Context: an optimization exercise on an open-source flow, tuned for small area, a short achievable clock period and few clock cycles. The choices shown serve that exercise and are no tape-out recipe. Only simulation tests tie the RTL to the original design; equivalence was not proved.

==> build 97 <==
==> flow/design.v <==
package lc3b_types;
typedef logic [15:0] lc3b_word;
typedef logic [2:0] lc3b_reg;
typedef enum logic [3:0] {
	op_br  = 4'b0000,
	op_add = 4'b0001,
	op_and = 4'b0101,
	op_ldr = 4'b0110,
	op_str = 4'b0111,
	op_not = 4'b1001,
	op_jmp = 4'b1100,
	op_shf = 4'b1101,
	op_lea = 4'b1110
} lc3b_opcode;
typedef enum logic [1:0] {
	fn_add = 2'b00,
	fn_and = 2'b01,
	fn_not = 2'b10
} alu_fn;
typedef union packed {
	struct packed {
		lc3b_opcode opcode;
		lc3b_reg dest;
		lc3b_reg sr1;
		logic imm;          
		logic [1:0] unused;
		lc3b_reg sr2;
	} reg_form;
	struct packed {
		lc3b_opcode opcode;
		lc3b_reg dest;
		lc3b_reg sr1;
		logic imm;
		logic [4:0] imm5;   
	} imm_form;
} lc3b_instr;
endpackage
module tomasulo_core #(parameter tag_width = 3)
(
	input logic clk,
	input logic reset,
	input logic [15:0] instr,
	input logic instr_is_new,
	input logic [15:0] curr_pc,
	output logic stall,
	output logic commit_valid,
	output logic [2:0] commit_reg,
	output logic [15:0] commit_value
);
assign stall = 1'b0;
logic [3:0] opcode;
logic [2:0] dr, sr1, sr2;
logic is_add, is_and, is_not, is_lea, writes;
assign opcode = instr[15:12];
assign dr = instr[11:9];
assign sr1 = instr[8:6];
assign sr2 = instr[2:0];
assign is_add = (opcode == 4'b0001);
assign is_and = (opcode == 4'b0101);
assign is_not = (opcode == 4'b1001);
assign is_lea = (opcode == 4'b1110);
assign writes = is_add | is_and | is_not | is_lea;
logic v2;
logic [2:0] d2;
logic f_and2, f_not2;
logic [15:0] a2, b2;
logic [15:0] res;
always_comb
begin
	if (f_and2)
		res = a2 & b2;
	else if (f_not2)
		res = ~a2;
	else
		res = a2 + b2;
end
logic [15:0] regs [8];
logic use_pc, use_imm;
logic [15:0] imm, early_a, early_b;
logic fwd_a, fwd_b;
assign use_pc = is_lea;
assign use_imm = is_lea | instr[5];
assign imm = is_lea ? {{6{instr[8]}}, instr[8:0], 1'b0} : {{11{instr[4]}}, instr[4:0]};
assign early_a = use_pc ? curr_pc :
	(commit_valid && commit_reg == sr1) ? commit_value : regs[sr1];
assign early_b = use_imm ? imm :
	(commit_valid && commit_reg == sr2) ? commit_value : regs[sr2];
assign fwd_a = v2 && d2 == sr1 && !use_pc;
assign fwd_b = v2 && d2 == sr2 && !use_imm;
logic [15:0] wdata;
assign wdata = reset ? 16'h0000 : commit_value;
always_ff @(posedge clk)
begin
	for (int i = 0; i < 8; i++)
		if (reset || (commit_valid && commit_reg == 3'(i)))
			regs[i] <= wdata;
end
always_ff @(posedge clk)
begin
	if (reset)
		v2 <= 1'b0;
	else
		v2 <= instr_is_new && writes;
	if (reset)
		commit_valid <= 1'b0;
	else
		commit_valid <= v2;
end
always_ff @(posedge clk)
begin
	d2 <= dr;
	f_and2 <= is_and;
	f_not2 <= is_not;
	a2 <= fwd_a ? res : early_a;
	b2 <= fwd_b ? res : early_b;
	commit_reg <= d2;
	commit_value <= res;
end
endmodule
==> flow/run.sh <==
#!/bin/bash
# synth_recipe.tcl (not shown) runs the flow's synth.tcl, then flattens the netlist and writes it again
# the make line also repeats each setting of config.mk as NAME=value (left out here)
make -C /OpenROAD-flow-scripts/flow DESIGN_CONFIG=/design/flow/config.mk WORK_HOME=/design/flow/orfs CLKGATE_MAP_FILE= SYNTH_SCRIPT=/design/flow/synth_recipe.tcl finish
==> flow/config.mk <==
export PLATFORM = sky130hd
export DESIGN_NAME = tomasulo_core
export DESIGN_NICKNAME = tomasulo_core
export VERILOG_FILES = /design/flow/design.v
export SDC_FILE = /design/flow/constraint.sdc
export NUM_CORES = 4
export LEC_CHECK = 0
export CAP_MARGIN = 20
export CORE_MARGIN = 2
export CORE_UTILIZATION = 55
export SLEW_MARGIN = 20
==> flow/constraint.sdc <==
create_clock -name core_clock -period 5.0 [get_ports {clk}]
set_input_delay 1.0000 -clock core_clock [delete_from_list [all_inputs] [get_ports {clk}]]
set_output_delay 1.0000 -clock core_clock [all_outputs]
set_load 0.01 [all_outputs]
==> inputs of build 88, as changes to build 97 <==
==> flow/flow/run.sh (new file) <==
#!/bin/bash
# The standard layout with two changes: ports are buffered with buf_2 cells,
# and clock tree synthesis adds no dummy loads and uses clkbuf_8 buffers.
set -euo pipefail
bash standard.sh \
	"BUFFER_PORTS_ARGS=-buffer_cell sky130_fd_sc_hd__buf_2" \
	"CTS_ARGS=-sink_clustering_enable -repair_clock_nets -dont_use_dummy_load -buf_list sky130_fd_sc_hd__clkbuf_8" \
	finish > standard.log 2>&1
==> flow/standard.sh (new file) <==
#!/bin/bash
# synth_recipe.tcl (not shown) runs the flow's synth.tcl, then flattens the netlist and writes it again
# the make line also repeats each setting of config.mk as NAME=value (left out here)
make -C /OpenROAD-flow-scripts/flow DESIGN_CONFIG=/design/flow/config.mk WORK_HOME=/design/flow/orfs CLKGATE_MAP_FILE= SYNTH_SCRIPT=/design/flow/synth_recipe.tcl "${@:-finish}"
Settings changed: SETUP_SLACK_MARGIN set to 2.8.
removed: flow/run.sh
==> inputs of build 54, as changes to build 97 <==
==> flow/flow/run.sh (new file) <==
#!/bin/bash
# The standard layout with two changes: ports are buffered with buf_2 cells,
# and clock tree synthesis adds no dummy loads and uses clkbuf_8 buffers.
set -euo pipefail
bash standard.sh \
	"BUFFER_PORTS_ARGS=-buffer_cell sky130_fd_sc_hd__buf_2" \
	"CTS_ARGS=-sink_clustering_enable -repair_clock_nets -dont_use_dummy_load -buf_list sky130_fd_sc_hd__clkbuf_8" \
	finish > standard.log 2>&1
==> flow/standard.sh (new file) <==
#!/bin/bash
# synth_recipe.tcl (not shown) runs the flow's synth.tcl, then flattens the netlist and writes it again
# the make line also repeats each setting of config.mk as NAME=value (left out here)
make -C /OpenROAD-flow-scripts/flow DESIGN_CONFIG=/design/flow/config.mk WORK_HOME=/design/flow/orfs CLKGATE_MAP_FILE= SYNTH_SCRIPT=/design/flow/synth_recipe.tcl "${@:-finish}"
Settings changed: CORE_UTILIZATION 55 to 70, SETUP_SLACK_MARGIN set to 2.7.
removed: flow/run.sh
==> impl_summary.log <==
INFO  metric fmax = between 300 and 400 MHz
INFO  metric die_y = 137 µm
INFO  metric flip_flop_and_latch_area = 5000 µm²
INFO  metric critical_path.reg2reg.startpoint = a2[0]$_DFF_P_
INFO  metric outcome = finished clean
INFO  metric dp_slack = about 1400 ps
INFO  metric inverters_excl_clock = 29
INFO  metric multiInputGateArea = roughly 4300 µm²
INFO  metric crit_path_start = instr[8]
INFO  metric worst-path-buf-inv = 2
INFO  metric layout.non_clock_buffers = 63
INFO  metric total_leakage_power = a little over 0.004 µW
INFO  metric sh_seq_area = 0.461
the above is filed under build 97

==> impl_summary.log <==
INFO  metric outcome = finished clean
INFO  metric crit_path_start = instr[0]
INFO  metric inverters_excl_clock = 29
INFO  metric layout.non_clock_buffers = 83
INFO  metric fmax = 434 MHz
INFO  metric flip_flop_and_latch_area = 5010 µm²
INFO  metric multiInputGateArea = 4520 µm²
INFO  metric worst-path-buf-inv = 2
INFO  metric critical_path.reg2reg.startpoint = a2[0]$_DFF_P_
INFO  metric die_y = approximately 120 µm
the above is filed under build 54

==> impl_summary.log <==
INFO  metric fmax = between 400 and 500 MHz
INFO  metric worst-path-buf-inv = 0
INFO  metric layout.non_clock_buffers = 93
INFO  metric outcome = finished clean
INFO  metric inverters_excl_clock = 30
INFO  metric total_leakage_power = about 0.0042 µW
INFO  metric crit_path_start = b2[0]$_DFF_P_
INFO  metric critical_path.reg2reg.startpoint = b2[0]$_DFF_P_
INFO  metric flip_flop_and_latch_area = approximately 5000 µm²
INFO  metric die_y = 137 µm
the above is filed under build 88

Testbench counts of build 97, summed over its fixed seeds: cycles 4,814.
Testbench counts of build 88, summed over its fixed seeds: cycles 4,814.
Testbench counts of build 54, summed over its fixed seeds: cycles 4,814.

[afterwards: timing with drivers on the ports]
In the flow no input, the clock included, has a driving cell. The finished layouts below were timed again as built, in two steps.
Step 1: set_driving_cell puts a clkbuf_16 on clk and a buf_2 on each other input, an assumption about the parent block.
Step 2 moves the port delays by t, midway between the first and last clock arrival at a register: inputs arrive t later, outputs are due t later. That takes back most of the time a late clock gives input paths.
Slacks: no drivers / after step 1 / after step 2; pairs: no drivers / after step 1.
| run | t (ns) | setup WS [ns] | latest minus earliest clock arrival (ns) |
|---|---|---|---|
| build 97 | 0.474 | 1.824 / 1.832 / 1.358 | 0.011 / 0.011 |
| build 88 | 0.496 | 2.692 / 2.692 / 2.263 | 0.033 / 0.033 |
| build 54 | 0.497 | 2.697 / 2.686 / 2.189 | 0.030 / 0.030 |
After both steps setup and hold are still met in every run listed. For build 54, which loses most, drivers alone change the setup slack by -0.011 ns; drivers and shift together by -0.508 ns.
